From an optimization exercise on the open Yosys and OpenROAD flow, aimed at small area, a short achievable clock period and few clock cycles; shortcuts taken in it are not production practice.
RTL that was checked went through simulation tests only; none was proved equivalent to the original.
Only the layout flow was run in run 6; the RTL was not checked for function there.
Power is estimated from default activity; no workload was simulated.

### flow/config.mk
export PLATFORM = sky130hd
export DESIGN_NAME = buffet_top
export DESIGN_NICKNAME = buffet_top
export VERILOG_FILES = /design/flow/design.v
export SDC_FILE = /design/flow/constraint.sdc
export NUM_CORES = 4
export LEC_CHECK = 0
export ABC_CLOCK_PERIOD_IN_PS = 2500
export CAP_MARGIN = 20
export CORE_MARGIN = 2
export CORE_UTILIZATION = 65
export CTS_CLUSTER_DIAMETER = 80
export CTS_CLUSTER_SIZE = 24
export SETUP_SLACK_MARGIN = 2.25
export SLEW_MARGIN = 20
### flow/constraint.sdc
create_clock -name core_clock -period 4.4 [get_ports {clk}]
set_input_delay 0.8800 -clock core_clock [delete_from_list [all_inputs] [get_ports {clk}]]
set_output_delay 0.8800 -clock core_clock [all_outputs]
set_load 0.01 [all_outputs]
### flow/design.v
package buffet_pkg;
    localparam int DATA_W = 32;
    localparam int ADDR_W = 4;
    localparam int DEPTH = 16;
    localparam int SB_DEPTH = 4;
    typedef logic [DATA_W-1:0] data_t;
    typedef logic [ADDR_W-1:0] idx_t;
    typedef logic [ADDR_W:0] count_t;
    typedef struct packed {
        idx_t offset;
        logic will_update;
        logic is_shrink;
    } read_req_t;
    typedef struct packed {
        logic en;
        idx_t idx;
        data_t data;
    } wr_port_t;
    typedef enum logic {
        RD_IDLE,
        RD_WAIT
    } rd_state_e;
endpackage
`timescale 1ns/1ps
module buffet_window (
    input  logic                clk,
    input  logic                nreset_i,
    input  logic                push_valid_i,
    input  logic                credit_req_i,
    input  logic                shrink_i,
    input  buffet_pkg::idx_t    shrink_amount_i,
    output buffet_pkg::count_t  head_o,
    output buffet_pkg::count_t  tail_o,
    output buffet_pkg::count_t  tail1_o,
    output buffet_pkg::count_t  occ_o,
    output buffet_pkg::count_t  occ1_o,
    output logic                credit_valid_o,
    output buffet_pkg::count_t  credit_o
);
    buffet_pkg::count_t head_q;
    buffet_pkg::count_t tail_q;
    buffet_pkg::count_t tail1_q;
    buffet_pkg::count_t occ_q;
    buffet_pkg::count_t occ1_q;
    buffet_pkg::count_t amt;
    assign amt = shrink_i ? buffet_pkg::count_t'(shrink_amount_i) : '0;
    always_ff @(posedge clk or negedge nreset_i) begin
        if (!nreset_i) begin
            head_q <= '0;
            tail_q <= '0;
            tail1_q <= 5'd1;
            occ_q <= '0;
            occ1_q <= 5'd1;
        end else begin
            if (push_valid_i) begin
                tail_q <= tail1_q;
                tail1_q <= tail1_q + 1'b1;
                occ_q <= occ1_q - amt;
                occ1_q <= occ1_q + 1'b1 - amt;
            end else begin
                occ_q <= occ_q - amt;
                occ1_q <= occ1_q - amt;
            end
            if (shrink_i) begin
                head_q <= head_q + buffet_pkg::count_t'(shrink_amount_i);
            end
        end
    end
    assign head_o = head_q;
    assign tail_o = tail_q;
    assign tail1_o = tail1_q;
    assign occ_o = occ_q;
    assign occ1_o = occ1_q;
    always_ff @(posedge clk or negedge nreset_i) begin
        if (!nreset_i) begin
            credit_valid_o <= 1'b0;
        end else begin
            credit_valid_o <= credit_req_i;
        end
    end
    always_ff @(posedge clk) begin
        credit_o <= buffet_pkg::count_t'(buffet_pkg::DEPTH) - occ_q;
    end
endmodule
`timescale 1ns/1ps
module buffet_update_tracker (
    input  logic                 clk,
    input  logic                 nreset_i,
    input  logic                 update_valid_i,
    input  buffet_pkg::idx_t     update_offset_i,
    input  buffet_pkg::data_t    update_data_i,
    input  buffet_pkg::idx_t     head_i,
    input  buffet_pkg::wr_port_t push_wr_i,
    input  logic                 alloc_i,
    input  buffet_pkg::idx_t     alloc_idx_i,
    output logic [1:0]           wu_v_o,
    output buffet_pkg::idx_t     wu_idx0_o,
    output buffet_pkg::idx_t     wu_idx1_o,
    output logic [1:0]           wu_next_o,
    output logic [1:0]           wu_sel_o,
    output logic [1:0]           wu_retire_o,
    output logic                 wu_room_o,
    output logic [buffet_pkg::DEPTH-1:0] ram_wr_row_o,
    output buffet_pkg::data_t    ram_wr_data_o
);
    logic [1:0] v_q;
    logic [1:0] arr_q;
    logic old_q;
    buffet_pkg::idx_t idx_q [2];
    buffet_pkg::data_t data_q [2];
    buffet_pkg::idx_t upd_idx;
    logic [1:0] nxt;
    logic [1:0] wait_upd;
    logic [1:0] arrive;
    logic [1:0] sel;
    logic [1:0] wr;
    logic [1:0] drop;
    logic [1:0] retire;
    logic [1:0] take;
    assign upd_idx = head_i + update_offset_i;
    assign nxt[0] = !v_q[0];
    assign nxt[1] = v_q[0] && !v_q[1];
    assign take = alloc_i ? nxt : 2'b00;
    assign wait_upd = v_q & ~arr_q;
    assign arrive[0] = update_valid_i && wait_upd[0] && !(wait_upd[1] && old_q);
    assign arrive[1] = update_valid_i && wait_upd[1] && !(wait_upd[0] && !old_q);
    assign sel[0] = arr_q[0];
    assign sel[1] = arr_q[1] && !arr_q[0];
    assign wr = push_wr_i.en ? 2'b00 : sel;
    always_comb begin
        for (int k = 0; k < 2; k++) begin
            drop[k] = arr_q[k] && push_wr_i.en && (idx_q[k] == push_wr_i.idx);
        end
    end
    assign retire = wr | drop;
    always_ff @(posedge clk or negedge nreset_i) begin
        if (!nreset_i) begin
            v_q <= '0;
            arr_q <= '0;
            old_q <= 1'b0;
        end else begin
            v_q <= (v_q & ~retire) | take;
            arr_q <= (arr_q & ~retire) | arrive;
            if (take[0]) begin
                old_q <= v_q[1] && !retire[1];
            end else if (take[1]) begin
                old_q <= !(v_q[0] && !retire[0]);
            end
        end
    end
    always_ff @(posedge clk) begin
        for (int k = 0; k < 2; k++) begin
            if (!v_q[k]) begin
                idx_q[k] <= alloc_idx_i;
            end else if (arrive[k]) begin
                idx_q[k] <= upd_idx;
            end
            if (arrive[k]) begin
                data_q[k] <= update_data_i;
            end
        end
    end
    assign wu_v_o = v_q;
    assign wu_idx0_o = idx_q[0];
    assign wu_idx1_o = idx_q[1];
    assign wu_next_o = nxt;
    assign wu_sel_o = sel;
    assign wu_retire_o = retire;
    assign wu_room_o = !(v_q[0] && v_q[1]);
    logic [buffet_pkg::DEPTH-1:0] push_row;
    logic [buffet_pkg::DEPTH-1:0] row0;
    logic [buffet_pkg::DEPTH-1:0] row1;
    always_comb begin
        for (int r = 0; r < buffet_pkg::DEPTH; r++) begin
            push_row[r] = (push_wr_i.idx == buffet_pkg::idx_t'(r));
            row0[r] = (idx_q[0] == buffet_pkg::idx_t'(r));
            row1[r] = (idx_q[1] == buffet_pkg::idx_t'(r));
            if (push_wr_i.en) begin
                ram_wr_row_o[r] = push_row[r];
            end else if (arr_q[0]) begin
                ram_wr_row_o[r] = row0[r];
            end else begin
                ram_wr_row_o[r] = arr_q[1] && row1[r];
            end
        end
    end
    assign ram_wr_data_o = push_wr_i.en ? push_wr_i.data : (arr_q[0] ? data_q[0] : data_q[1]);
endmodule
`timescale 1ns/1ps
module buffet_read_ctrl #(
    parameter int QD = 3
) (
    input  logic                  clk,
    input  logic                  nreset_i,
    input  logic                  read_valid_i,
    input  buffet_pkg::read_req_t read_req_i,
    input  logic                  read_data_ready_i,
    input  buffet_pkg::count_t    head_i,
    input  buffet_pkg::count_t    tail1_i,
    input  buffet_pkg::count_t    occ_i,
    input  buffet_pkg::count_t    occ1_i,
    input  logic                  push_valid_i,
    input  logic [1:0]            wu_v_i,
    input  buffet_pkg::idx_t      wu_idx0_i,
    input  buffet_pkg::idx_t      wu_idx1_i,
    input  logic [1:0]            wu_next_i,
    input  logic [1:0]            wu_sel_i,
    input  logic [1:0]            wu_retire_i,
    input  logic                  wu_room_i,
    input  buffet_pkg::data_t     ram_wr_data_i,
    output logic                  read_ready_o,
    output logic                  shrink_o,
    output buffet_pkg::idx_t      shrink_amount_o,
    output logic                  alloc_o,
    output buffet_pkg::idx_t      ram_rd_idx_o,
    output logic [buffet_pkg::DEPTH-1:0] ram_rd_sel_o,
    input  buffet_pkg::data_t     ram_rd_data_i,
    output logic                  read_data_valid_o,
    output buffet_pkg::data_t     read_data_o
);
    localparam int AW = buffet_pkg::ADDR_W;
    logic [QD-1:0][AW:0] q_pos_q;
    logic [QD-1:0] q_wu_q;
    logic [QD-1:0] q_pd_q;
    logic [QD-1:0] q_nx_q;
    logic [QD-1:0] q_b0_q;
    logic [QD-1:0] q_b1_q;
    logic [QD-1:0] q_v_q;
    logic ready_q;
    logic [buffet_pkg::DEPTH-1:0] rd_oh_q;
    logic [AW:0] pos0_d;
    logic byp;
    logic accept;
    logic enq;
    logic issue;
    logic byp_push;
    logic byp_upd;
    logic unblocked;
    logic [QD:0][AW:0] e_pos;
    logic [QD:0] e_wu;
    logic [QD:0] e_pd;
    logic [QD:0] e_nx;
    logic [QD:0] e_b0_held;
    logic [QD:0] e_b1_held;
    logic [QD:0] e_b0_gone;
    logic [QD:0] e_b1_gone;
    logic [QD:0] valid_ext;
    logic [QD-1:0] valid_prev;
    logic [QD-1:0][AW:0] pos_a;
    logic [QD-1:0][AW:0] pos_b;
    logic [QD-1:0] wu_a, wu_b, pd_a, pd_b, nx_a, nx_b, b0_a, b0_b, b1_a, b1_b;
    logic [QD-1:0] v_a;
    logic [QD-1:0] v_b;
    buffet_pkg::count_t off;
    buffet_pkg::idx_t rel_wu0;
    buffet_pkg::idx_t rel_wu1;
    buffet_pkg::idx_t rel_pos0;
    logic [1:0] take;
    assign read_ready_o = ready_q;
    assign accept = read_valid_i && ready_q;
    assign enq = accept && !read_req_i.is_shrink;
    assign shrink_o = accept && read_req_i.is_shrink;
    assign shrink_amount_o = read_req_i.offset;
    assign byp_push = push_valid_i && q_nx_q[0];
    assign byp_upd = !push_valid_i &&
                     ((q_b0_q[0] && wu_sel_i[0]) || (q_b1_q[0] && wu_sel_i[1]));
    assign unblocked = !(q_b0_q[0] || q_b1_q[0]) || byp_upd;
    assign issue = q_v_q[0] && (q_pd_q[0] || byp_push) && unblocked &&
                   read_data_ready_i && (!q_wu_q[0] || wu_room_i);
    assign alloc_o = issue && q_wu_q[0];
    assign ram_rd_idx_o = q_pos_q[0][AW-1:0];
    assign take = q_wu_q[0] ? wu_next_i : 2'b00;
    always_comb begin
        for (int i = 0; i < QD; i++) begin
            e_pos[i] = q_pos_q[i];
            e_wu[i] = q_wu_q[i];
            e_pd[i] = q_pd_q[i] || (push_valid_i && q_nx_q[i]);
            e_nx[i] = push_valid_i ? (q_pos_q[i] == tail1_i) : q_nx_q[i];
            e_b0_held[i] = q_b0_q[i] && !wu_retire_i[0];
            e_b1_held[i] = q_b1_q[i] && !wu_retire_i[1];
            e_b0_gone[i] = e_b0_held[i] ||
                           (take[0] && q_pos_q[0][AW-1:0] == q_pos_q[i][AW-1:0]);
            e_b1_gone[i] = e_b1_held[i] ||
                           (take[1] && q_pos_q[0][AW-1:0] == q_pos_q[i][AW-1:0]);
        end
    end
    assign off = buffet_pkg::count_t'(read_req_i.offset);
    assign rel_wu0 = wu_idx0_i - head_i[AW-1:0];
    assign rel_wu1 = wu_idx1_i - head_i[AW-1:0];
    assign rel_pos0 = q_pos_q[0][AW-1:0] - head_i[AW-1:0];
    always_comb begin
        e_pos[QD] = head_i + off;
        e_wu[QD] = read_req_i.will_update;
        e_pd[QD] = (off < occ_i) || (push_valid_i && off == occ_i);
        e_nx[QD] = push_valid_i ? (off == occ1_i) : (off == occ_i);
        e_b0_held[QD] = wu_v_i[0] && !wu_retire_i[0] && rel_wu0 == read_req_i.offset;
        e_b1_held[QD] = wu_v_i[1] && !wu_retire_i[1] && rel_wu1 == read_req_i.offset;
        e_b0_gone[QD] = e_b0_held[QD] || (take[0] && rel_pos0 == read_req_i.offset);
        e_b1_gone[QD] = e_b1_held[QD] || (take[1] && rel_pos0 == read_req_i.offset);
    end
    assign valid_ext = {1'b0, q_v_q};
    assign valid_prev = {q_v_q[QD-2:0], 1'b1};
    always_comb begin
        for (int i = 0; i < QD; i++) begin
            v_b[i] = q_v_q[i] || (enq && valid_prev[i]);
            pos_b[i] = q_v_q[i] ? e_pos[i] : e_pos[QD];
            wu_b[i] = q_v_q[i] ? e_wu[i] : e_wu[QD];
            pd_b[i] = q_v_q[i] ? e_pd[i] : e_pd[QD];
            nx_b[i] = q_v_q[i] ? e_nx[i] : e_nx[QD];
            b0_b[i] = q_v_q[i] ? e_b0_held[i] : e_b0_held[QD];
            b1_b[i] = q_v_q[i] ? e_b1_held[i] : e_b1_held[QD];
            v_a[i] = valid_ext[i+1] || (enq && q_v_q[i]);
            pos_a[i] = valid_ext[i+1] ? e_pos[i+1] : e_pos[QD];
            wu_a[i] = valid_ext[i+1] ? e_wu[i+1] : e_wu[QD];
            pd_a[i] = valid_ext[i+1] ? e_pd[i+1] : e_pd[QD];
            nx_a[i] = valid_ext[i+1] ? e_nx[i+1] : e_nx[QD];
            b0_a[i] = valid_ext[i+1] ? e_b0_gone[i+1] : e_b0_gone[QD];
            b1_a[i] = valid_ext[i+1] ? e_b1_gone[i+1] : e_b1_gone[QD];
        end
    end
    always_ff @(posedge clk or negedge nreset_i) begin
        if (!nreset_i) begin
            q_v_q <= '0;
            ready_q <= 1'b1;
        end else if (issue) begin
            q_v_q <= v_a;
            ready_q <= !v_a[QD-1];
        end else begin
            q_v_q <= v_b;
            ready_q <= !v_b[QD-1];
        end
    end
    assign pos0_d = issue ? pos_a[0] : pos_b[0];
    always_ff @(posedge clk) begin
        for (int r = 0; r < buffet_pkg::DEPTH; r++) begin
            rd_oh_q[r] <= (pos0_d[AW-1:0] == buffet_pkg::idx_t'(r));
        end
    end
    always_ff @(posedge clk) begin
        if (issue) begin
            q_pos_q <= pos_a;
            q_wu_q <= wu_a;
            q_pd_q <= pd_a;
            q_nx_q <= nx_a;
            q_b0_q <= b0_a;
            q_b1_q <= b1_a;
        end else begin
            q_pos_q <= pos_b;
            q_wu_q <= wu_b;
            q_pd_q <= pd_b;
            q_nx_q <= nx_b;
            q_b0_q <= b0_b;
            q_b1_q <= b1_b;
        end
    end
    always_ff @(posedge clk or negedge nreset_i) begin
        if (!nreset_i) begin
            read_data_valid_o <= 1'b0;
        end else begin
            read_data_valid_o <= issue;
        end
    end
    assign byp = byp_push || byp_upd;
    assign ram_rd_sel_o = byp ? '0 : rd_oh_q;
    always_ff @(posedge clk) begin
        read_data_o <= ram_rd_data_i | (ram_wr_data_i & {buffet_pkg::DATA_W{byp}});
    end
endmodule
`timescale 1ns/1ps
module buffet_data_ram (
    input  logic                 clk,
    input  logic [buffet_pkg::DEPTH-1:0] wr_row_i,
    input  buffet_pkg::data_t    wr_data_i,
    input  logic [buffet_pkg::DEPTH-1:0] rd_sel_i,
    output buffet_pkg::data_t    rd_data_o
);
    logic [buffet_pkg::DEPTH-1:0][buffet_pkg::DATA_W-1:0] mem;
    always_ff @(posedge clk) begin
        for (int r = 0; r < buffet_pkg::DEPTH; r++) begin
            if (wr_row_i[r]) begin
                mem[r] <= wr_data_i;
            end
        end
    end
    always_comb begin
        rd_data_o = '0;
        for (int r = 0; r < buffet_pkg::DEPTH; r++) begin
            rd_data_o = rd_data_o | (mem[r] & {buffet_pkg::DATA_W{rd_sel_i[r]}});
        end
    end
endmodule
`timescale 1ns/1ps
module buffet_top (
    input  logic                  clk,
    input  logic                  nreset_i,
    input  logic                  push_valid_i,
    input  buffet_pkg::data_t     push_data_i,
    input  logic                  credit_req_i,
    output logic                  credit_valid_o,
    output buffet_pkg::count_t    credit_o,
    input  logic                  read_valid_i,
    input  buffet_pkg::read_req_t read_req_i,
    output logic                  read_ready_o,
    output logic                  read_data_valid_o,
    output buffet_pkg::data_t     read_data_o,
    input  logic                  read_data_ready_i,
    input  logic                  update_valid_i,
    input  buffet_pkg::idx_t      update_offset_i,
    input  buffet_pkg::data_t     update_data_i
);
    buffet_pkg::count_t head;
    buffet_pkg::count_t tail;
    buffet_pkg::count_t tail1;
    buffet_pkg::count_t occ;
    buffet_pkg::count_t occ1;
    logic shrink;
    buffet_pkg::idx_t shrink_amount;
    logic alloc;
    logic [1:0] wu_v;
    buffet_pkg::idx_t wu_idx0;
    buffet_pkg::idx_t wu_idx1;
    logic [1:0] wu_next;
    logic [1:0] wu_sel;
    logic [1:0] wu_retire;
    logic wu_room;
    buffet_pkg::idx_t ram_rd_idx;
    logic [buffet_pkg::DEPTH-1:0] ram_rd_sel;
    buffet_pkg::data_t ram_rd_data;
    buffet_pkg::wr_port_t push_wr;
    logic [buffet_pkg::DEPTH-1:0] ram_wr_row;
    buffet_pkg::data_t ram_wr_data;
    buffet_window u_window (
        .clk             (clk),
        .nreset_i        (nreset_i),
        .push_valid_i    (push_valid_i),
        .credit_req_i    (credit_req_i),
        .shrink_i        (shrink),
        .shrink_amount_i (shrink_amount),
        .head_o          (head),
        .tail_o          (tail),
        .tail1_o         (tail1),
        .occ_o           (occ),
        .occ1_o          (occ1),
        .credit_valid_o  (credit_valid_o),
        .credit_o        (credit_o)
    );
    always_comb begin
        push_wr.en = push_valid_i;
        push_wr.idx = tail[buffet_pkg::ADDR_W-1:0];
        push_wr.data = push_data_i;
    end
    buffet_update_tracker u_tracker (
        .clk             (clk),
        .nreset_i        (nreset_i),
        .update_valid_i  (update_valid_i),
        .update_offset_i (update_offset_i),
        .update_data_i   (update_data_i),
        .head_i          (head[buffet_pkg::ADDR_W-1:0]),
        .push_wr_i       (push_wr),
        .alloc_i         (alloc),
        .alloc_idx_i     (ram_rd_idx),
        .wu_v_o          (wu_v),
        .wu_idx0_o       (wu_idx0),
        .wu_idx1_o       (wu_idx1),
        .wu_next_o       (wu_next),
        .wu_sel_o        (wu_sel),
        .wu_retire_o     (wu_retire),
        .wu_room_o       (wu_room),
        .ram_wr_row_o    (ram_wr_row),
        .ram_wr_data_o   (ram_wr_data)
    );
    buffet_read_ctrl u_read_ctrl (
        .clk               (clk),
        .nreset_i          (nreset_i),
        .read_valid_i      (read_valid_i),
        .read_req_i        (read_req_i),
        .read_data_ready_i (read_data_ready_i),
        .head_i            (head),
        .tail1_i           (tail1),
        .occ_i             (occ),
        .occ1_i            (occ1),
        .push_valid_i      (push_valid_i),
        .wu_v_i            (wu_v),
        .wu_idx0_i         (wu_idx0),
        .wu_idx1_i         (wu_idx1),
        .wu_next_i         (wu_next),
        .wu_sel_i          (wu_sel),
        .wu_retire_i       (wu_retire),
        .wu_room_i         (wu_room),
        .ram_wr_data_i     (ram_wr_data),
        .read_ready_o      (read_ready_o),
        .shrink_o          (shrink),
        .shrink_amount_o   (shrink_amount),
        .alloc_o           (alloc),
        .ram_rd_idx_o      (ram_rd_idx),
        .ram_rd_sel_o      (ram_rd_sel),
        .ram_rd_data_i     (ram_rd_data),
        .read_data_valid_o (read_data_valid_o),
        .read_data_o       (read_data_o)
    );
    buffet_data_ram u_ram (
        .clk         (clk),
        .wr_row_i    (ram_wr_row),
        .wr_data_i   (ram_wr_data),
        .rd_sel_i    (ram_rd_sel),
        .rd_data_o   (ram_rd_data)
    );
endmodule
### flow/flow/run.sh
#!/bin/bash
# The standard layout, with three changes to how it is made: adders
# are left to ABC as plain gates (no full/half adder cells), sizing may
# change a cell's footprint, and the port buffers are buf_4 cells.
# make's output goes to make.log; each ORFS step keeps its own log under
# orfs/logs
set -euo pipefail
bash standard.sh ADDER_MAP_FILE= MATCH_CELL_FOOTPRINT=0 \
    "BUFFER_PORTS_ARGS=-buffer_cell sky130_fd_sc_hd__buf_4" finish > make.log 2>&1
### flow/standard.sh
#!/bin/bash
# synth_recipe.tcl (not shown) runs the flow's synth.tcl, then flattens the netlist and writes it again
# the make line also repeats each setting of config.mk as NAME=value (left out here)
make -C /OpenROAD-flow-scripts/flow DESIGN_CONFIG=/design/flow/config.mk WORK_HOME=/design/flow/orfs CLKGATE_MAP_FILE= SYNTH_SCRIPT=/design/flow/synth_recipe.tcl "${@:-finish}"
==> impl_metrics.csv, run 1 <==
group,metric,value,unit
pwr,intPower,14.0,mW
worst_setup_path,cp_max_fo,4,
clock_network,cts_tree,"done",
yosys,yosysUniqueCellTypes,70,
timing,setup_viol,0,
timing,slew_headroom,0.324,
layout,nets,2103,
route,drcViolationCount,0,
route,ant_nets,0,
yosys,synth_async_sr_flop_share,0.0499,
placement,gp_congestion,0.885,
yosys,synth_top_cell_area_share,0.636,
clock_network,cts_buffers,37,
worst_setup_path,r2r_slack,2.26,ns
yosys,synth_common_cells,"edfxtp_1, a22oi_1, nand2_1",
worst_setup_path,crit-reg2reg-launch,"u_tracker.arr_q[0]$_DFF_PN0_",
pwr,p_sw,7.93,mW
yosys,synth_top_cell_by_area,"edfxtp_1",
worst_setup_path,ff2ff_path_depth,6,
die,rows,75,
timing,finalCriticalPeriod,2.18,ns
timing,hold_violations,0,
layout,final_area,32000,µm²
worst_setup_path,reg2reg_to,"u_read_ctrl.read_data_o[12]$_DFF_P_",
die,fp.dieW,211,µm
clock_network,cts.clk_slew.worst_paths,0.09,ns
timing,rsz0062_at_grt,"true",
timing,worst_slew_pin_slew,1.01,ns
timing,period_share,0.496,
min_path,hold_class,"primary input to asynchronous set/reset pin",
yosys,syn_area,27700,µm²
worst_setup_path,crit_arrival,1.30,ns
die,die-area,44300,µm²
clock_network,htree_num_levels,2,
pwr,max-vdd-ir-drop,521,µV
yosys,synth_fp_nets,1949,
clock_network,ctsHoldBuffers,0,
clock_network,clock_latency,0.59,ns
route,wire_per_inst,29.3,µm
route,dr.pass1.iters,8,
worst_setup_path,max_stage_delay,0.61,ns
yosys,ys.flop_type,"edfxtp_1",
global_route,gr-total-overflow,0,
layout,diodes,0,
placement,dp_cells,2453,
clock_network,cts_sinks,702,
global_route,grt_use_total,0.343,
run_status,outcome,"timing/DRC/antenna clean",
worst_setup_path,crit_path_cell_trace,"buf_6",
yosys,synth.top_cells.by_area,"edfxtp_1, dfxtp_1, a22oi_1",
timing,slew_viol_final,0,
route,avgViaCountPerCell,6.92,
yosys,yosysSeqAreaShare,0.725,
worst_setup_path,critPathTopFamily,"flip-flops",
pwr,p_leak,11.0,nW
layout,area_growth,15.3,%
global_route,grt_max_degree,65,
yosys,ys_ff_latch,702,
clock_network,clockRootBuffer,"clkbuf_16",
timing,setup_tns,0,ns
layout,fin_cells,2586,
route,drt-initial-drc-count,2366,
global_route,grt_pass1_wl,110,mm
die,ioPinCount,121,
pwr,switching_share,0.362,
pwr,pwr-share-seq,0.465,
yosys,synth_edf_count,587,
die,die-height,211,µm
global_route,grt_antenna_before_repair,1,
flow_run,cap_violations,0,
yosys,yosys_warnings,7,
layout,drive_above_1_share,0.222,
worst_setup_path,cp.required,3.52,ns
yosys,synth_most_common_cell,"edfxtp_1",
pwr,p_clk_frac,0.174,
worst_setup_path,critical-path-slowest-cell,"dfstp_2",
placement,dp_hpwl,43.4,mm
pwr,p_comb_frac,0.361,
die,core,42000,µm²
worst_setup_path,endpoint_kind,"output pin",
worst_setup_path,cp-start-kind,"register",
pwr,power-per-cell-area,685,nW/µm²
route,vias,17904,
placement,placed_cell_area,29800,µm²
yosys,netlist_instances,1868,
worst_setup_path,critPathKind,"register to output pin",
timing,max_freq,458,MHz
clock_network,cts_buffer_depth,3,
worst_setup_path,cp.buffers_inverters,1,
timing,skew,0.0203,ns
die,start_util,0.659,
yosys,avgSynthCellArea,14.8,µm²
global_route,grt_pass1_vias,17364,
route,wirelength,75.8,mm
placement,port_buffers,120,
-- how the worst max path moves through the flow --
stage / startpoint / endpoint / slack (ns) / cells past startpoint
after floorplan: update_valid_i / u_tracker.idx_q[0][0]$_DFFE_PP_ / 1.71 / 3
after global placement: push_valid_i / u_ram.mem[292]$_DFFE_PP_ / 1.07 / 3
after detailed placement: push_valid_i / u_read_ctrl.read_data_o[13]$_DFF_P_ / 1.23 / 6
after CTS: u_tracker.arr_q[0]$_DFF_PN0_ / u_ram.mem[371]$_DFFE_PP_ / 2.19 / 6
after global routing: u_tracker.idx_q[1][0]$_DFFE_PP_ / u_read_ctrl.q_b1_q[1]$_DFF_P_ / 2.18 / 7
final: u_read_ctrl.ready_q$_DFF_PN1_ / read_ready_o / 2.22 / 1
-- stage by stage --
stage               hold WS, ns  worst slack [ns]  utilization  power, mW
floorplan                 0.345              1.71            -       14.7
global placement          0.474              1.07        0.705       17.0
detailed placement        0.475              1.23        0.709       17.3
CTS                       0.268              2.19        0.749       21.4
global route              0.297              2.18        0.760       22.8
finish                    0.275              2.22        0.760       21.9
-- sequential cells by signal, indices dropped and copies added, names as in the netlist, 4 cells and up --
signal and cells:
u_read_ctrl.read_data_o 32, u_read_ctrl.rd_oh_q 16, u_tracker.data_q 64, u_window.credit_o 5, u_tracker.idx_q 8, u_window.tail1_q 5, u_ram.mem 512, u_window.occ_q 5
u_window.tail_q 4, u_window.head_q 5, u_window.occ1_q 5, u_read_ctrl.q_pos_q 15
-- metal layers --
| metal | GRT usage | vias to the layer above | wire, µm |
|---|---|---|---|
| li1 | - | 7648 | - |
| met1 | 0.492 | 8953 | 29000 |
| met2 | 0.542 | 1144 | 35500 |
| met3 | 0.0627 | 159 | 8670 |
| met4 | 0.111 | 0 | 2610 |
| met5 | 0 | - | 0 |
-- power by group through the flow --
stage,registers [mW],logic (mW),clock network [mW]
2_1_floorplan,9.64,5.06,0
3_3_place_gp,10.3,6.75,0
3_5_place_dp,10.3,6.94,0
4_1_cts,10.2,7.36,3.84
5_1_grt,10.3,8.44,4.04
6_report,10.2,7.91,3.80
-- cell usage in the layout, fill, tap and decap left out, drive strengths merged, types with 5 or more instances in the layout --
cell    netlist  final
o31a         24     24
nand2       104    104
nor2         59     59
edfxtp      587    587
nand3        55     55
o221ai        6      6
a221o         5      5
nand3b        6      6
o31ai         5      5
a31oi        27     27
nand4        28     28
nand2b       42     42
mux2i        38     38
o22ai         7      7
xor2         49     49
maj3          6      6
o21a          6      6
a22o         40     40
a21oi        27     27
dfxtp        80     80
a221oi       50     50
nor2b        22     22
buf          38    239
a211oi       12     12
a32oi         8      8
or2           6      6
clkbuf       88     59
dfrtp        32     32
a22oi       180    180
xnor2        34     34
mux2         20     20
o21ai        63     63
inv          21     25
nor3         31     31
and3          6      6
and2          6      6
-- final cells by class --
type	instances	area, µm²
clock buffers	58	1060
clock inverters	6	85.1
fillers	2519	10100
inverters	21	97.6
multi-input cells	1020	7830
flip-flops and latches	702	20100
well taps	539	674
repair buffers	240	2090
-- cell families (layout without fill, tap and decap cells) --
group,count (synthesis),count (layout),share of synthesized area
simple gates,377,377,0.0679
compound gates,490,491,0.131
fa+ha+maj,6,6,0.00217
mux,58,58,0.0218
flops,702,702,0.725
xor+xnor,88,88,0.0304
buf+inv,147,325,0.0213
-- timing repair --
| item | in CTS | in global routing |
|---|---|---|
| pin swaps | 17 | 18 |
| gates resized for setup | 72 | 47 |
| gates cloned | 1 | 0 |
| endpoints found under the setup margin | 983 | 374 |
| setup buffers | 34 | 34 |
Testbench counts, summed over its fixed seeds: cycles 9,660.
==> run 2, diff against run 1 <==
--- a/flow/config.mk
+++ b/flow/config.mk
@@ -5,7 +5,7 @@
 export SDC_FILE = /design/flow/constraint.sdc
 export NUM_CORES = 4
 export LEC_CHECK = 0
-export ABC_CLOCK_PERIOD_IN_PS = 2500
+export ABC_CLOCK_PERIOD_IN_PS = 2200
 export CAP_MARGIN = 20
 export CORE_MARGIN = 2
 export CORE_UTILIZATION = 65
==> impl_metrics.csv, run 2 <==
group,metric,value,unit
yosys,synth_top_cell_by_area,"edfxtp_1",
die,ioPinCount,121,
global_route,grt_pass1_wl,110,mm
layout,largest_reg_flops,512,
die,core,42000,µm²
worst_setup_path,critical-path-slowest-cell,"dfstp_2",
timing,max_freq,458,MHz
layout,mostFrequentLayoutCells,"edfxtp_1, buf_4, a22oi_1, nand2_1, dfxtp_1",
placement,gp_congestion,0.885,
route,ant_nets,0,
worst_setup_path,cp.buffers_inverters,1,
clock_network,cts_buffers,37,
global_route,grt_max_degree,65,
worst_setup_path,cp-start-kind,"register",
route,drcViolationCount,0,
clock_network,htree_num_levels,2,
timing,slew_headroom,0.324,
route,wire_per_inst,29.3,µm
yosys,ys_ff_latch,702,
layout,multiInputGateArea,7830,µm²
yosys,yosysSeqAreaShare,0.725,
layout,final_core_util,0.760,
clock_network,cts_tree,"done",
clock_network,clock_latency,0.59,ns
placement,dp_hpwl,43.4,mm
yosys,netlist_instances,1868,
yosys,synth_async_sr_flop_share,0.0499,
worst_setup_path,endpoint_kind,"output pin",
route,drt-initial-drc-count,2366,
route,wirelength,75.8,mm
global_route,gr-total-overflow,0,
yosys,yosysUniqueCellTypes,70,
placement,port_buffers,120,
yosys,synth.top_cells.by_area,"edfxtp_1, dfxtp_1, a22oi_1",
route,dr.pass1.iters,8,
worst_setup_path,crit_path_cell_trace,"buf_6",
timing,finalCriticalPeriod,2.18,ns
timing,skew,0.0203,ns
die,die-area,44300,µm²
timing,worst_slew_pin_slew,1.01,ns
clock_network,cts.clk_slew.worst_paths,0.09,ns
die,start_util,0.659,
worst_setup_path,cp_max_fo,4,
yosys,ys.flop_type,"edfxtp_1",
yosys,synth_common_cells,"edfxtp_1, a22oi_1, nand2_1",
global_route,grt_antenna_before_repair,1,
worst_setup_path,crit_arrival,1.30,ns
layout,drive_above_1_share,0.222,
timing,setup_tns,0,ns
worst_setup_path,cp.required,3.52,ns
yosys,yosys_warnings,7,
timing,period_share,0.496,
clock_network,clockRootBuffer,"clkbuf_16",
clock_network,cts_buffer_depth,3,
timing,slew_viol_final,0,
layout,area_growth,15.3,%
pwr,total_power,21.9,mW
layout,final_area,32000,µm²
die,rows,75,
worst_setup_path,ff2ff_path_depth,6,
worst_setup_path,max_stage_delay,0.61,ns
yosys,synth_most_common_cell,"edfxtp_1",
global_route,grt_use_total,0.343,
worst_setup_path,critPathTopFamily,"flip-flops",
yosys,synth_edf_count,587,
timing,setup_viol,0,
layout,final_common_cell,"edfxtp_1",
route,avgViaCountPerCell,6.92,
layout,nets,2103,
pwr,max-vdd-ir-drop,521,µV
layout,fin_cells,2586,
yosys,avgSynthCellArea,14.8,µm²
die,die-height,211,µm
timing,hold_violations,0,
layout,fill_cells,2519,
die,fp.dieW,211,µm
timing,rsz0062_at_grt,"true",
placement,placed_cell_area,29800,µm²
yosys,synth_fp_nets,1949,
flow_run,cap_violations,0,
worst_setup_path,critPathKind,"register to output pin",
pwr,power-per-cell-area,685,nW/µm²
layout,top_register,"u_ram.mem",
clock_network,cts_sinks,702,
route,vias,17904,
layout,seqCellArea,20100,µm²
yosys,synth_top_cell_area_share,0.636,
yosys,syn_area,27700,µm²
min_path,hold_class,"primary input to asynchronous set/reset pin",
layout,top_regs,"u_ram.mem (512), u_tracker.data_q (64), u_read_ctrl.read_data_o (32)",
pwr,p_leak,11.0,nW
placement,dp_cells,2453,
run_status,outcome,"timing/DRC/antenna clean",
layout,diodes,0,
worst_setup_path,cp.depth,1,
global_route,grt_pass1_vias,17364,
-- run 2: cells by family (layout without fill, tap and decap cells) --
kind of cell	Yosys count	in the layout	share of synthesized area
DFF	702	702	0.725
AOI/OAI and AO/OA	490	491	0.131
and+or+nand+nor	377	377	0.0679
buffers and inverters	147	325	0.0213
xor gates and xnor gates	88	88	0.0304
muxes	58	58	0.0218
adders and majority gates	6	6	0.00217
-- run 2: timing repair --
| action | 4_1_cts | 5_1_grt |
|---|---|---|
| gates resized for setup | 72 | 47 |
| pin swaps | 17 | 18 |
| setup buffers | 34 | 34 |
| setup endpoints to repair | 983 | 374 |
| hold endpoints to repair | 0 | 0 |
| cloned | 1 | 0 |
| hold buffers | 0 | 0 |
-- run 2: where the power goes --
group / leakage [nW] / internal, mW / switching (mW) / total [mW]
clock network: 0.551 / 1.72 / 2.08 / 3.80
registers: 6.60 / 9.01 / 1.17 / 10.2
logic: 3.87 / 3.23 / 4.68 / 7.91
total: 11.0 / 14.0 / 7.93 / 21.9
-- run 2: layout make-up --
cell class / count / area share
Sequential cell: 702 / 0.630
Multi-Input combinational cell: 1020 / 0.245
Timing Repair Buffer: 240 / 0.0652
Clock buffer: 58 / 0.0331
Tap cell: 539 / 0.0211
Inverter: 21 / 0.00305
Clock inverter: 6 / 0.00266
-- run 2: final timing paths --
path / start / endpoint / slack, ns
min: nreset_i / u_window.tail1_q[3]$_DFFE_PN0P_ / 0.28
max in group asynchronous: nreset_i / u_tracker.arr_q[0]$_DFF_PN0_ / 3.72
max reg2reg: u_tracker.arr_q[0]$_DFF_PN0_ / u_read_ctrl.read_data_o[12]$_DFF_P_ / 2.26
min in group core_clock: credit_req_i / u_window.credit_valid_o$_DFF_PN0_ / 0.41
max: u_read_ctrl.ready_q$_DFF_PN1_ / read_ready_o / 2.22
min reg2reg: u_read_ctrl.q_wu_q[2]$_DFF_P_ / u_read_ctrl.q_wu_q[2]$_DFF_P_ / 0.50
-- run 2: per-layer routing --
| layer | vias up | GRT usage | share of wire |
|---|---|---|---|
| li1 | 7648 | - | - |
| met1 | 8953 | 0.492 | 0.38 |
| met2 | 1144 | 0.542 | 0.47 |
| met3 | 159 | 0.0627 | 0.11 |
| met4 | 0 | 0.111 | 0.034 |
| met5 | - | 0 | 0 |
-- run 2: stage by stage --
stage	setup slack (ns)	hold WS (ns)
6_report	2.22	0.275
5_1_grt	2.18	0.297
2_1_floorplan	1.71	0.345
4_1_cts	2.19	0.268
3_3_place_gp	1.07	0.474
3_5_place_dp	1.23	0.475
==> run 3, diff against run 2 <==
--- a/flow/config.mk
+++ b/flow/config.mk
@@ -11,5 +11,5 @@
 export CORE_UTILIZATION = 65
 export CTS_CLUSTER_DIAMETER = 80
 export CTS_CLUSTER_SIZE = 24
-export SETUP_SLACK_MARGIN = 2.25
+export SETUP_SLACK_MARGIN = 2.3
 export SLEW_MARGIN = 20
==> impl_metrics.csv, run 3 <==
group,metric,value,unit
min_path,hold_class,"primary input to asynchronous set/reset pin",
pwr,total_power,22.3,mW
yosys,yosysSeqAreaShare,0.725,
die,start_util,0.659,
timing,slew_headroom,0.204,
route,drt-initial-drc-count,2369,
worst_setup_path,cp.required,4.92,ns
worst_setup_path,critPathKind,"primary input to register",
route,wire_per_inst,29.5,µm
layout,top_register,"u_ram.mem",
timing,hold_violations,0,
clock_network,htree_num_levels,2,
global_route,grt_pass1_vias,17454,
die,rows,75,
layout,area_growth,17.1,%
clock_network,cts.clk_slew.worst_paths,0.09,ns
placement,gp_congestion,0.873,
yosys,synth_most_common_cell,"edfxtp_1",
yosys,synth.top_cells.by_area,"edfxtp_1, dfxtp_1, a22oi_1",
worst_setup_path,cp_max_fo,22,
yosys,netlist_instances,1868,
die,fp.dieW,211,µm
worst_setup_path,crit_arrival,2.71,ns
die,die-height,211,µm
placement,dp_hpwl,43.0,mm
timing,finalCriticalPeriod,2.19,ns
yosys,synth_top_cell_area_share,0.636,
timing,setup_tns,0,ns
layout,top_regs,"u_ram.mem (512), u_tracker.data_q (64), u_read_ctrl.read_data_o (32)",
clock_network,cts_sinks,702,
timing,rsz0062_at_grt,"true",
worst_setup_path,cp.buffers_inverters,1,
layout,nets,2124,
global_route,grt_max_degree,66,
worst_setup_path,critPathTopFamily,"simple AND/OR/NAND/NOR gates",
die,die-area,44300,µm²
timing,holdWs,0.260,ns
global_route,gr-total-overflow,0,
route,drcViolationCount,0,
global_route,grt_pass1_wl,110,mm
yosys,avgSynthCellArea,14.8,µm²
yosys,synth_fp_nets,1949,
yosys,synth_top_cell_by_area,"edfxtp_1",
layout,final_common_cell,"edfxtp_1",
route,avgViaCountPerCell,6.92,
clock_network,cts_buffers,37,
yosys,synth_common_cells,"edfxtp_1, a22oi_1, nand2_1",
yosys,syn_area,27700,µm²
worst_setup_path,max_stage_delay,0.45,ns
worst_setup_path,crit_path_cell_trace,"buf_4 -> a22oi_2 -> nor3_2 -> o31ai_4 -> a221o_1 -> or2_4 -> nor2_1",
route,dr.pass1.iters,6,
yosys,yosys_warnings,7,
timing,setup_viol,0,
yosys,ys_ff_latch,702,
worst_setup_path,crit-reg2reg-launch,"u_window.tail_q[3]$_DFFE_PN0P_",
global_route,grt_antenna_before_repair,2,
worst_setup_path,critical-path-slowest-cell,"a221o_1",
worst_setup_path,crit_start,"read_req_i[2]",
pwr,power-per-cell-area,687,nW/µm²
timing,max_freq,457,MHz
timing,worst_slew_pin_slew,1.19,ns
run_status,outcome,"timing/DRC/antenna clean",
clock_network,clockRootBuffer,"clkbuf_16",
pwr,p_leak,11.2,nW
clock_network,cts_buffer_depth,3,
timing,slew_viol_final,0,
route,wirelength,77.0,mm
yosys,ys.flop_type,"edfxtp_1",
clock_network,clock_latency,0.59,ns
timing,period_share,0.497,
yosys,yosysUniqueCellTypes,70,
clock_network,ctsHoldBuffers,0,
placement,port_buffers,120,
layout,mostFrequentLayoutCells,"edfxtp_1, buf_4, a22oi_1, nand2_1, dfxtp_1",
pwr,max-vdd-ir-drop,469,µV
worst_setup_path,endpoint_kind,"register",
die,ioPinCount,121,
layout,drive_above_1_share,0.242,
route,vias,18028,
yosys,synth_async_sr_flop_share,0.0499,
layout,diodes,0,
timing,skew,0.0161,ns
flow_run,cap_violations,0,
route,ant_nets,0,
global_route,grt_use_total,0.344,
yosys,synth_edf_count,587,
layout,largest_reg_flops,512,
worst_setup_path,cp-start-kind,"primary input",
die,core,42000,µm²
clock_network,cts_tree,"done",
## run 3: kinds of logic (layout without fill, tap and decap cells)
logic type / Yosys count / in the layout / synth area share
adder cells (fa/ha/maj): 6 / 6 / 0.00217
multiplexers: 58 / 58 / 0.0218
AO/OA/AOI/OAI: 490 / 490 / 0.131
flip-flops: 702 / 702 / 0.725
XOR/XNOR: 88 / 88 / 0.0304
buffers and inverters: 147 / 346 / 0.0213
AND/OR/NAND/NOR: 377 / 377 / 0.0679
## run 3: worst paths after layout
path	to	slack (ns)	cells past startpoint
worst max-delay path	u_read_ctrl.rd_oh_q[8]$_DFF_P_	2.21	7
worst min-delay path	u_window.occ_q[4]$_DFF_PN0_	0.26	1
worst max register to register	u_read_ctrl.q_b1_q[1]$_DFF_P_	2.22	7
worst min register to register	u_read_ctrl.q_wu_q[1]$_DFF_P_	0.50	2
max in group asynchronous	u_window.head_q[1]$_DFFE_PN0P_	3.70	1
min in group core_clock	u_window.credit_valid_o$_DFF_PN0_	0.40	1
## run 3: per-stage QoR
step	setup WS [ns]	instances	cell area [µm²]	utilization
floorplan	1.71	1868	28400	-
global placement	1.14	2452	29700	0.707
detailed placement	1.04	2452	29800	0.708
CTS	2.21	2578	31800	0.757
global route	2.13	2606	32500	0.772
finish	2.21	2606	32500	0.772
## run 3: per-layer routing
layer	global-route usage	share of wire
met5	0	0
met4	0.108	0.035
met3	0.0603	0.10
met2	0.557	0.48
met1	0.485	0.38
## run 3: repair_timing
action                                  4_1_cts  5_1_grt
endpoints found under the hold margin         0        0
endpoints found under the setup margin     1059      590
cloned                                        2        4
pin swaps                                    26       28
resized for setup                           110       82
setup buffers                                61       24
## run 3: worst reg2reg max path: cells and delay by family (launching register included)
kind / cells / cell delay, ns
xor+xnor: 1 / 0.14
simple gates: 2 / 0.16
compound gates: 3 / 1.12
buf+inv: 1 / 0.17
flops: 1 / 0.49
## run 3: power by group
group / switching, mW / internal (mW) / total (mW)
clock: 2.06 / 1.74 / 3.80
sequential: 1.16 / 9.02 / 10.2
combinational: 4.84 / 3.49 / 8.33
## run 3: cell type report
type | count | area, µm²
multi-input cells | 1019 | 8030
fillers | 2498 | 9570
repair inverters | 1 | 8.76
repair buffers | 261 | 2360
well taps | 539 | 674
flip-flops and latches | 702 | 20200
clock buffers | 55 | 1040
inverters | 21 | 108
clock inverters | 8 | 96.3
==> run 4, diff against run 3 <==
--- a/flow/config.mk
+++ b/flow/config.mk
@@ -8,8 +8,8 @@
 export ABC_CLOCK_PERIOD_IN_PS = 2200
 export CAP_MARGIN = 20
 export CORE_MARGIN = 2
-export CORE_UTILIZATION = 65
+export CORE_UTILIZATION = 62
 export CTS_CLUSTER_DIAMETER = 80
-export CTS_CLUSTER_SIZE = 24
-export SETUP_SLACK_MARGIN = 2.3
+export CTS_CLUSTER_SIZE = 20
+export SETUP_SLACK_MARGIN = 2.25
 export SLEW_MARGIN = 20
==> impl_metrics.csv, run 4 <==
group,metric,value,unit
run_status,outcome,"timing/DRC/antenna clean",
die,ioPinCount,121,
clock_network,clock_latency,0.60,ns
timing,slew_viol_final,0,
global_route,grt_antenna_before_repair,0,
yosys,synth_mux_area_frac,0.0218,
route,drcViolationCount,0,
route,wirelength,77.4,mm
layout,final_common_cell,"edfxtp_1",
clock_network,cts_tree,"done",
worst_setup_path,r2r_slack,2.12,ns
yosys,netlist_instances,1868,
yosys,synth.top_cells.by_area,"edfxtp_1, dfxtp_1, a22oi_1",
min_path,hold_class,"primary input to asynchronous set/reset pin",
worst_setup_path,critPathKind,"register to register",
yosys,avgSynthCellArea,14.8,µm²
yosys,syn_area,27700,µm²
die,die-height,215,µm
layout,fin_cells,2653,
timing,holdWs,0.257,ns
global_route,grt_use_total,0.328,
timing,slew_headroom,0.251,
route,dr.pass1.iters,8,
clock_network,cts.clk_slew.worst_paths,0.09,ns
yosys,synth_xor_area_frac,0.0304,
die,core,44200,µm²
worst_setup_path,max_stage_delay,0.42,ns
timing,hold_violations,0,
die,start_util,0.627,
global_route,grt_pass1_wl,112,mm
timing,skew,0.0164,ns
worst_setup_path,crit-reg2reg-launch,"u_tracker.arr_q[0]$_DFF_PN0_",
layout,mostFrequentLayoutCells,"edfxtp_1, buf_4, a22oi_1, nand2_1, dfxtp_1",
worst_setup_path,ff2ff_path_depth,10,
worst_setup_path,cp_max_fo,5,
clock_network,cts_sinks,702,
placement,pre_cts_slack,1.32,ns
yosys,synth_edf_count,587,
timing,setup_viol,0,
layout,top_regs,"u_ram.mem (512), u_tracker.data_q (64), u_read_ctrl.read_data_o (32)",
timing,max_freq,439,MHz
yosys,synth_most_common_cell,"edfxtp_1",
yosys,synth_common_cells,"edfxtp_1, a22oi_1, nand2_1",
placement,dp_cells,2517,
global_route,gr-total-overflow,0,
layout,area_growth,16.6,%
route,drt-initial-drc-count,1942,
clock_network,cts_buffer_depth,3,
placement,port_buffers,120,
yosys,yosys_warnings,7,
worst_setup_path,reg2reg_to,"u_read_ctrl.rd_oh_q[1]$_DFF_P_",
layout,top_register,"u_ram.mem",
worst_setup_path,crit_path_cell_trace,"buf_6 -> buf_12 -> and3b_2 -> nor3_4 -> or2_4 -> buf_12 -> clkinv_16 -> a221o_1 -> or2_4 -> nor2_1",
die,rows,77,
die,fp.dieW,215,µm
global_route,grt_pass1_vias,17204,
global_route,grt_max_degree,99,
timing,worst_slew_pin_slew,1.12,ns
timing,setup_tns,0,ns
die,die-area,46400,µm²
layout,multiInputGateArea,7900,µm²
route,ant_nets,0,
timing,period_share,0.517,
layout,nets,2112,
timing,worst_slack,2.12,ns
layout,drive_above_1_share,0.223,
route,wire_per_inst,29.2,µm
yosys,ys_ff_latch,702,
yosys,synth_compound_area_frac,0.131,
placement,dp_hpwl,43.7,mm
pwr,p_leak,11.1,nW
yosys,synth_top_cell_area_share,0.636,
yosys,synth_top_cell_by_area,"edfxtp_1",
layout,seqCellArea,20100,µm²
clock_network,clockRootBuffer,"clkbuf_16",
yosys,yosysSeqAreaShare,0.725,
layout,largest_reg_flops,512,
route,avgViaCountPerCell,6.72,
layout,final_core_util,0.731,
yosys,synth_fp_nets,1949,
clock_network,htree_num_levels,2,
layout,diodes,0,
yosys,synth_top_family_by_area,"compound AO/OA/AOI/OAI gates",
worst_setup_path,critical-path-slowest-cell,"dfrtp_2",
pwr,power-per-cell-area,690,nW/µm²
yosys,ys.flop_type,"edfxtp_1",
worst_setup_path,cp.required,4.93,ns
route,vias,17824,
timing,rsz0062_at_grt,"true",
yosys,synth_fa_ha_area_frac,0.00217,
placement,gp_congestion,0.888,
yosys,yosysUniqueCellTypes,70,
yosys,synth_async_sr_flop_share,0.0499,
clock_network,ctsHoldBuffers,0,
worst_setup_path,cp-start-kind,"register",
clock_network,cts_buffers,42,
timing,finalCriticalPeriod,2.28,ns
layout,fill_cells,2811,
flow_run,cap_violations,0,
worst_setup_path,crit_arrival,2.80,ns
pwr,max-vdd-ir-drop,523,µV
worst_setup_path,endpoint_kind,"register",
yosys,synthSimpleGateAreaFrac,0.0679,
## run 4: worst max path at each step
stage	start	endpoint	slack (ns)
floorplan	update_valid_i	u_tracker.idx_q[0][0]$_DFFE_PP_	1.71
finish	u_tracker.arr_q[0]$_DFF_PN0_	u_read_ctrl.rd_oh_q[1]$_DFF_P_	2.12
global route	u_tracker.arr_q[0]$_DFF_PN0_	u_read_ctrl.rd_oh_q[0]$_DFF_P_	2.05
detailed placement	push_valid_i	u_read_ctrl.rd_oh_q[1]$_DFF_P_	1.32
global placement	push_valid_i	u_read_ctrl.rd_oh_q[9]$_DFF_P_	1.42
CTS	u_tracker.arr_q[0]$_DFF_PN0_	u_read_ctrl.q_wu_q[0]$_DFFE_PP_	2.01
## run 4: cell families (layout without fill, tap and decap cells)
family / Yosys count / count (layout)
buf+inv: 147 / 339
xor+xnor: 88 / 88
flops: 702 / 702
simple gates: 377 / 377
fa+ha+maj: 6 / 6
compound gates: 490 / 491
mux: 58 / 58
## run 4: layout make-up
class / count / area share
flip-flops and latches: 702 / 0.623
clock buffers: 69 / 0.0357
repair inverters: 1 / 0.000348
inverters: 21 / 0.00383
multi-input cells: 1020 / 0.244
well taps: 592 / 0.0229
repair buffers: 243 / 0.0679
clock inverters: 5 / 0.00194
## run 4: power by group
group	internal [mW]	switching [mW]	leakage [nW]	total, mW
Sequential	9.01	1.23	6.60	10.2
Clock	1.83	2.12	0.575	3.95
Combinational	3.33	4.79	3.96	8.11
## run 4: metrics by stage
step,power (mW),area (µm²)
final,22.3,32300
after global routing,23.2,32300
after CTS,21.6,31600
after detailed placement,17.3,29900
after global placement,17.1,29900
after floorplan,14.7,28400
## run 4: layer usage
layer  track usage  wire length (µm)
met1         0.485             31400
met2         0.520             36800
met3        0.0479              7330
met4        0.0867              1860
met5             0                 0
## run 4: timing repair
action,CTS,global route
pin swaps,14,23
endpoints found under the setup margin,747,485
gates cloned,4,4
resized for setup,71,78
setup buffers,25,29
## run 4: critical path, delay by kind of cell (launching register included)
family                 cells  cell delay (ns)
and+or+nand+nor            5             0.98
DFF                        1             0.42
buffers and inverters      4             0.42
AOI/OAI and AO/OA          1             0.38
==> run 5, diff against run 4 <==
==> flow/flow/run.sh (replaced) <==
#!/bin/bash
# The standard layout, with three changes to how it is made: adders
# are left to ABC as plain gates (no full/half adder cells), sizing may
# change a cell's footprint, and the port buffers are buf_2 cells.
# make's output goes to make.log; each ORFS step keeps its own log under
# orfs/logs
set -euo pipefail
bash standard.sh ADDER_MAP_FILE= MATCH_CELL_FOOTPRINT=0 \
    "BUFFER_PORTS_ARGS=-buffer_cell sky130_fd_sc_hd__buf_2" finish > make.log 2>&1
--- a/flow/config.mk
+++ b/flow/config.mk
@@ -8,8 +8,8 @@
 export ABC_CLOCK_PERIOD_IN_PS = 2200
 export CAP_MARGIN = 20
 export CORE_MARGIN = 2
-export CORE_UTILIZATION = 62
+export CORE_UTILIZATION = 65
 export CTS_CLUSTER_DIAMETER = 80
-export CTS_CLUSTER_SIZE = 20
+export CTS_CLUSTER_SIZE = 24
 export SETUP_SLACK_MARGIN = 2.25
 export SLEW_MARGIN = 20
==> impl_metrics.csv, run 5 <==
group,metric,value,unit
global_route,grt_max_degree,49,
yosys,synth_edf_count,587,
layout,top_register,"u_ram.mem",
yosys,synth_common_cells,"edfxtp_1, a22oi_1, nand2_1",
clock_network,htree_num_levels,2,
yosys,synth_fp_nets,1949,
global_route,grt_use_total,0.347,
worst_setup_path,crit_path_cell_trace,"buf_6 -> buf_6 -> buf_6 -> and4bb_2 -> nor3_4 -> or2_1 -> buf_6 -> buf_6 -> a311o_1 -> nand3b_1 -> nor2_1",
yosys,yosysSeqAreaShare,0.725,
layout,drive_above_1_share,0.238,
route,dr.pass1.iters,6,
worst_setup_path,cp.required,4.94,ns
yosys,avgSynthCellArea,14.8,µm²
timing,hold_violations,0,
die,rows,75,
pwr,pwr-share-seq,0.463,
pwr,p_clk_frac,0.171,
timing,worst_slack,1.95,ns
pwr,p_sw,8.25,mW
worst_setup_path,max_stage_delay,0.42,ns
route,wire_per_inst,30.3,µm
worst_setup_path,critPathTopFamily,"simple AND/OR/NAND/NOR gates",
layout,nets,2112,
yosys,ys_ff_latch,702,
pwr,p_leak,11.1,nW
timing,finalCriticalPeriod,2.45,ns
worst_setup_path,cp.buffers_inverters,5,
layout,mostFrequentLayoutCells,"edfxtp_1, a22oi_1, buf_2, nand2_1",
global_route,grt_pass1_wl,112,mm
run_status,outcome,"timing/DRC/antenna clean",
die,start_util,0.659,
timing,rsz0062_at_grt,"true",
global_route,gr-total-overflow,0,
worst_setup_path,crit_arrival,2.99,ns
die,fp.dieW,211,µm
yosys,synth_async_sr_flop_share,0.0499,
timing,slew_headroom,0.281,
placement,gp_congestion,0.893,
pwr,p_comb_frac,0.366,
pwr,power-per-cell-area,689,nW/µm²
layout,fill_cells,2515,
yosys,netlist_instances,1868,
timing,setup_tns,0,ns
yosys,syn_area,27700,µm²
timing,setup_viol,0,
placement,pre_cts_slack,1.13,ns
yosys,synth.top_cells.by_area,"edfxtp_1, dfxtp_1, a22oi_1",
clock_network,cts_buffers,37,
die,die-height,211,µm
yosys,synth_most_common_cell,"edfxtp_1",
layout,final_common_cell,"edfxtp_1",
yosys,yosysUniqueCellTypes,70,
timing,worst_slew_pin_slew,1.08,ns
clock_network,cts_tree,"done",
route,drt-initial-drc-count,2420,
layout,top_regs,"u_ram.mem (512), u_tracker.data_q (64), u_read_ctrl.read_data_o (32)",
route,avgViaCountPerCell,6.98,
die,ioPinCount,121,
clock_network,clock_latency,0.60,ns
worst_setup_path,critPathKind,"register to register",
clock_network,cts_sinks,702,
route,ant_nets,0,
yosys,synth_top_cell_by_area,"edfxtp_1",
clock_network,cts.clk_slew.worst_paths,0.09,ns
timing,period_share,0.557,
layout,diodes,0,
clock_network,cts_buffer_depth,3,
route,drcViolationCount,0,
flow_run,cap_violations,0,
worst_setup_path,critical-path-slowest-cell,"dfrtp_2",
route,vias,18142,
worst_setup_path,cpMostUsedCell,"buf_6",
placement,dp_hpwl,44.8,mm
placement,port_buffers,120,
timing,slew_viol_final,0,
worst_setup_path,cp_max_fo,5,
layout,area_growth,16.6,%
die,core,42000,µm²
layout,largest_reg_flops,512,
timing,max_freq,408,MHz
min_path,hold_class,"primary input to asynchronous set/reset pin",
worst_setup_path,endpoint_kind,"register",
pwr,switching_share,0.371,
global_route,grt_antenna_before_repair,1,
global_route,grt_pass1_vias,17594,
pwr,max-vdd-ir-drop,470,µV
yosys,yosys_warnings,7,
yosys,synth_top_cell_area_share,0.636,
timing,skew,0.0308,ns
clock_network,clockRootBuffer,"clkbuf_16",
route,wirelength,78.7,mm
worst_setup_path,cp-start-kind,"register",
yosys,ys.flop_type,"edfxtp_1",
die,die-area,44300,µm²
pwr,intPower,14.0,mW
run 5: cells by family (layout without fill, tap and decap cells):
family / Yosys count / in the layout / synth area share
flip-flops: 702 / 702 / 0.725
AO/OA/AOI/OAI: 490 / 492 / 0.131
AND/OR/NAND/NOR: 377 / 377 / 0.0679
buffers and inverters: 147 / 336 / 0.0213
XOR/XNOR: 88 / 88 / 0.0304
multiplexers: 58 / 58 / 0.0218
adder cells (fa/ha/maj): 6 / 6 / 0.00217
run 5: worst paths after layout:
path | start | endpoint | slack [ns] | depth (start not counted)
min in group core_clock | credit_req_i | u_window.credit_valid_o$_DFF_PN0_ | 0.41 | 1
max reg2reg | u_tracker.arr_q[0]$_DFF_PN0_ | u_read_ctrl.rd_oh_q[2]$_DFF_P_ | 1.95 | 11
max in group asynchronous | nreset_i | u_window.head_q[0]$_DFFE_PN0P_ | 3.31 | 1
min | nreset_i | u_window.head_q[1]$_DFFE_PN0P_ | 0.40 | 1
min reg2reg | u_read_ctrl.q_wu_q[2]$_DFF_P_ | u_read_ctrl.q_wu_q[1]$_DFF_P_ | 0.51 | 2
max | u_tracker.arr_q[0]$_DFF_PN0_ | u_read_ctrl.rd_oh_q[2]$_DFF_P_ | 1.95 | 11
run 5: worst reg2reg max path: cells and delay by family, from the launching register on:
| kind | cells | cell delay (ns) |
|---|---|---|
| buffers and inverters | 5 | 0.58 |
| AND/OR/NAND/NOR | 5 | 1.06 |
| flip-flops | 1 | 0.42 |
| AO/OA/AOI/OAI | 1 | 0.35 |
run 5: power groups by stage:
| stage | clock [mW] | combinational (mW) | sequential (mW) |
|---|---|---|---|
| 4_1_cts | 3.82 | 7.36 | 10.3 |
| 3_3_place_gp | 0 | 6.61 | 10.4 |
| 2_1_floorplan | 0 | 5.06 | 9.64 |
| 6_report | 3.81 | 8.14 | 10.3 |
| 3_5_place_dp | 0 | 6.82 | 10.4 |
| 5_1_grt | 4.03 | 8.67 | 10.4 |
run 5: final cells by class:
cell class	instances	area, µm²	area share
Sequential cell	702	20100	0.623
Inverter	21	115	0.00356
Clock buffer	60	1030	0.0320
Timing Repair Buffer	246	2090	0.0647
Tap cell	539	674	0.0209
Multi-Input combinational cell	1021	8150	0.252
Timing Repair inverter	2	25.0	0.000774
Clock inverter	7	93.8	0.00290
run 5: per-layer routing:
layer,vias up,track usage,share of wire
met3,158,0.0529,0.11
met2,1161,0.567,0.48
li1,7669,-,-
met1,9154,0.489,0.38
met5,-,0,0
met4,0,0.108,0.029
run 5: metrics by stage:
stage          cell area [µm²]  power, mW  hold WS [ns]   util  instances
2_1_floorplan            28400       14.7         0.345      -       1868
3_3_place_gp             29400       17.0         0.476  0.699       2446
3_5_place_dp             29500       17.2         0.500  0.703       2452
4_1_cts                  31400       21.4         0.389  0.748       2559
5_1_grt                  32300       23.1         0.395  0.769       2598
6_report                 32300       22.3         0.404  0.769       2598
run 5: repair_timing:
action,CTS,global route
hold buffers,0,0
buffers inserted,37,32
cloned,3,7
pin swaps,18,27
gates resized for setup,109,101
setup endpoints to repair,963,701
==> run 6, diff against run 5 <==
--- a/flow/design.v
+++ b/flow/design.v
@@ -117,6 +117,8 @@
     logic [1:0] drop;
     logic [1:0] retire;
     logic [1:0] take;
+    logic sel1_q;
+    logic [1:0] arr_d;
     assign upd_idx = head_i + update_offset_i;
     assign nxt[0] = !v_q[0];
     assign nxt[1] = v_q[0] && !v_q[1];
@@ -125,7 +127,7 @@
     assign arrive[0] = update_valid_i && wait_upd[0] && !(wait_upd[1] && old_q);
     assign arrive[1] = update_valid_i && wait_upd[1] && !(wait_upd[0] && !old_q);
     assign sel[0] = arr_q[0];
-    assign sel[1] = arr_q[1] && !arr_q[0];
+    assign sel[1] = sel1_q;
     assign wr = push_wr_i.en ? 2'b00 : sel;
     always_comb begin
         for (int k = 0; k < 2; k++) begin
@@ -133,14 +135,17 @@
         end
     end
     assign retire = wr | drop;
+    assign arr_d = (arr_q & ~retire) | arrive;
     always_ff @(posedge clk or negedge nreset_i) begin
         if (!nreset_i) begin
             v_q <= '0;
             arr_q <= '0;
+            sel1_q <= 1'b0;
             old_q <= 1'b0;
         end else begin
             v_q <= (v_q & ~retire) | take;
-            arr_q <= (arr_q & ~retire) | arrive;
+            arr_q <= arr_d;
+            sel1_q <= arr_d[1] && !arr_d[0];
             if (take[0]) begin
                 old_q <= v_q[1] && !retire[1];
             end else if (take[1]) begin
@@ -177,14 +182,12 @@
             row1[r] = (idx_q[1] == buffet_pkg::idx_t'(r));
             if (push_wr_i.en) begin
                 ram_wr_row_o[r] = push_row[r];
-            end else if (arr_q[0]) begin
-                ram_wr_row_o[r] = row0[r];
             end else begin
-                ram_wr_row_o[r] = arr_q[1] && row1[r];
+                ram_wr_row_o[r] = (arr_q[0] && row0[r]) || (sel1_q && row1[r]);
             end
         end
     end
-    assign ram_wr_data_o = push_wr_i.en ? push_wr_i.data : (arr_q[0] ? data_q[0] : data_q[1]);
+    assign ram_wr_data_o = push_wr_i.en ? push_wr_i.data : (sel1_q ? data_q[1] : data_q[0]);
 endmodule
 `timescale 1ns/1ps
 module buffet_read_ctrl #(
@@ -321,7 +324,7 @@
     always_ff @(posedge clk or negedge nreset_i) begin
         if (!nreset_i) begin
             q_v_q <= '0;
-            ready_q <= 1'b1;
+            ready_q <= 1'b0;
         end else if (issue) begin
             q_v_q <= v_a;
             ready_q <= !v_a[QD-1];
==> flow/flow/run.sh (replaced) <==
#!/bin/bash
# The standard layout, with three changes to how it is made: adders
# are left to ABC as plain gates (no full/half adder cells), sizing may
# change a cell's footprint, and the port buffers are buf_4 cells.
# make's output goes to make.log; each ORFS step keeps its own log under
# orfs/logs
set -euo pipefail
bash standard.sh ADDER_MAP_FILE= MATCH_CELL_FOOTPRINT=0 \
    "BUFFER_PORTS_ARGS=-buffer_cell sky130_fd_sc_hd__buf_4" finish > make.log 2>&1
--- a/flow/config.mk
+++ b/flow/config.mk
@@ -8,8 +8,8 @@
 export ABC_CLOCK_PERIOD_IN_PS = 2200
 export CAP_MARGIN = 20
 export CORE_MARGIN = 2
-export CORE_UTILIZATION = 65
+export CORE_UTILIZATION = 60
 export CTS_CLUSTER_DIAMETER = 80
 export CTS_CLUSTER_SIZE = 24
-export SETUP_SLACK_MARGIN = 2.25
+export SETUP_SLACK_MARGIN = 2.2
 export SLEW_MARGIN = 20
==> impl_metrics.csv, run 6 <==
group,metric,value,unit
run_status,outcome,"timing/DRC/antenna clean",
pwr,p_sw,7.67,mW
die,start_util,0.608,
layout,drive_above_1_share,0.209,
flow_run,cap_violations,0,
timing,max_freq,427,MHz
timing,rsz0062_at_grt,"true",
layout,top_regs,"u_ram.mem (512), u_tracker.data_q (64), u_read_ctrl.read_data_o (32)",
timing,worst_slew_pin_slew,1.16,ns
die,fp.dieW,219,µm
yosys,synth_edf_count,587,
die,die-height,219,µm
route,avgViaCountPerCell,6.64,
die,rows,78,
yosys,ys_ff_latch,703,
pwr,power-per-cell-area,674,nW/µm²
global_route,gr-total-overflow,0,
clock_network,cts_buffers,36,
clock_network,cts_tree,"done",
yosys,synth_most_common_cell,"edfxtp_1",
yosys,synth_fp_nets,1961,
die,ioPinCount,121,
yosys,synth_top_cell_area_share,0.637,
yosys,yosysUniqueCellTypes,76,
yosys,synth_async_sr_flop_share,0.0512,
layout,diodes,0,
timing,holdWs,0.275,ns
yosys,avgSynthCellArea,14.7,µm²
timing,setup_tns,0,ns
layout,mostFrequentLayoutCells,"edfxtp_1, buf_4, a22oi_1, nand2_1, nand3_1",
pwr,p_leak,10.9,nW
layout,top_register,"u_ram.mem",
layout,final_common_cell,"edfxtp_1",
min_path,hold_class,"primary input to asynchronous set/reset pin",
pwr,max-vdd-ir-drop,518,µV
global_route,grt_max_degree,65,
worst_setup_path,cp-start-kind,"register",
worst_setup_path,crit_arrival,2.87,ns
yosys,netlist_instances,1880,
pwr,pwr-share-seq,0.486,
worst_setup_path,cp_max_fo,5,
timing,setup_viol,0,
worst_setup_path,crit_path_cell_trace,"buf_6 -> nand2b_4 -> maj3_2 -> or4_1 -> o211ai_1 -> nand4_1 -> o21ai_1 -> o21ba_2",
pwr,p_clk_frac,0.173,
yosys,yosys_warnings,7,
worst_setup_path,r2r_slack,2.06,ns
route,ant_nets,0,
clock_network,cts_sinks,703,
clock_network,cts_buffer_depth,3,
pwr,switching_share,0.358,
worst_setup_path,crit_start,"u_tracker.idx_q[0][0]$_DFFE_PP_",
worst_setup_path,critPathTopFamily,"simple AND/OR/NAND/NOR gates",
clock_network,clock_latency,0.58,ns
timing,skew,0.0201,ns
timing,slew_viol_final,0,
yosys,ys.flop_type,"edfxtp_1",
layout,fill_cells,3095,
yosys,synth_top_cell_by_area,"edfxtp_1",
placement,gp_congestion,0.903,
layout,area_growth,14.8,%
worst_setup_path,ff2ff_path_depth,8,
worst_setup_path,critical-path-slowest-cell,"or4_1",
layout,nets,2106,
timing,finalCriticalPeriod,2.34,ns
yosys,synth.top_cells.by_area,"edfxtp_1, dfxtp_1, a22oi_1",
worst_setup_path,cp.required,4.92,ns
worst_setup_path,critPathKind,"register to register",
timing,slew_headroom,0.224,
worst_setup_path,crit-reg2reg-launch,"u_tracker.idx_q[0][0]$_DFFE_PP_",
yosys,yosysSeqAreaShare,0.728,
worst_setup_path,endpoint_kind,"register",
run 6: logic make-up (layout without fill, tap and decap cells):
group | after synthesis | after routing | synth area share
buf+inv | 142 | 313 | 0.0204
flops | 703 | 703 | 0.728
compound gates | 478 | 478 | 0.128
mux | 50 | 50 | 0.0192
xor+xnor | 90 | 90 | 0.0298
fa+ha+maj | 11 | 11 | 0.00407
simple gates | 406 | 406 | 0.0704
run 6: metrics by stage:
stage | power (mW) | instance area (µm²) | setup slack [ns] | cells | utilization
after floorplan | 14.3 | 28100 | 2.01 | 1880 | -
after global placement | 16.8 | 29700 | 1.21 | 2534 | 0.653
after detailed placement | 16.9 | 29700 | 1.18 | 2534 | 0.653
after CTS | 20.9 | 31300 | 2.02 | 2635 | 0.688
after global routing | 22.3 | 31700 | 1.97 | 2651 | 0.698
final | 21.4 | 31700 | 2.06 | 2651 | 0.698
run 6: repair_timing:
item / in CTS / in global routing
pin swaps: 12 / 21
resized for setup: 52 / 60
hold buffers: 0 / 0
endpoints found under the setup margin: 894 / 460
buffers inserted: 36 / 15
gates cloned: 1 / 1
hold endpoints to repair: 0 / 0
run 6: per-layer routing:
metal / vias to the layer above / wire length (µm) / track usage
met5: - / 0 / 0
met4: 0 / 1930 / 0.0856
met3: 115 / 5420 / 0.0462
met2: 809 / 36200 / 0.511
met1: 9057 / 30900 / 0.445
li1: 7633 / - / -
run 6: worst register-to-register path: stages (launching register included):
cell,delay (ns)
edfxtp_1,0.44
buf_6,0.15
nand2b_4,0.12
maj3_2,0.32
or4_1,0.48
o211ai_1,0.15
nand4_1,0.24
o21ai_1,0.25
o21ba_2,0.15
run 6: area by class of cell:
cell class / instances / area, µm² / share of cell area
clock inverter: 6 / 83.8 / 0.00264
inverter: 23 / 106 / 0.00335
tap: 600 / 751 / 0.0237
multi-input combinational: 1035 / 7680 / 0.242
sequential: 703 / 20200 / 0.635
clock buffer: 58 / 1000 / 0.0317
timing repair buffer: 226 / 1940 / 0.0612
run 6: worst max path at each step:
| stage | endpoint | slack (ns) | depth (start not counted) |
|---|---|---|---|
| 6_report | u_read_ctrl.q_b0_q[2]$_DFF_P_ | 2.06 | 8 |
| 3_3_place_gp | u_ram.mem[32]$_DFFE_PP_ | 1.21 | 5 |
| 4_1_cts | u_read_ctrl.q_b0_q[2]$_DFF_P_ | 2.02 | 8 |
| 5_1_grt | u_read_ctrl.q_b0_q[1]$_DFF_P_ | 1.97 | 8 |
| 3_5_place_dp | u_ram.mem[44]$_DFFE_PP_ | 1.18 | 5 |
| 2_1_floorplan | u_ram.mem[128]$_DFFE_PP_ | 2.01 | 5 |
run 6: power groups by stage:
stage	clock network, mW	logic (mW)	registers (mW)
final	3.71	7.30	10.4
after global placement	0	6.23	10.5
after detailed placement	0	6.31	10.6
after CTS	3.74	6.80	10.4
after floorplan	0	4.74	9.58
after global routing	3.97	7.86	10.5

Check on run 6: ideal ports give 2.057 ns setup slack; a clkbuf_16 on the clock port and buf_2 on the inputs give 2.032 ns; moving port delays by the midpoint clock arrival (0.627 ns) as well gives 1.405 ns.
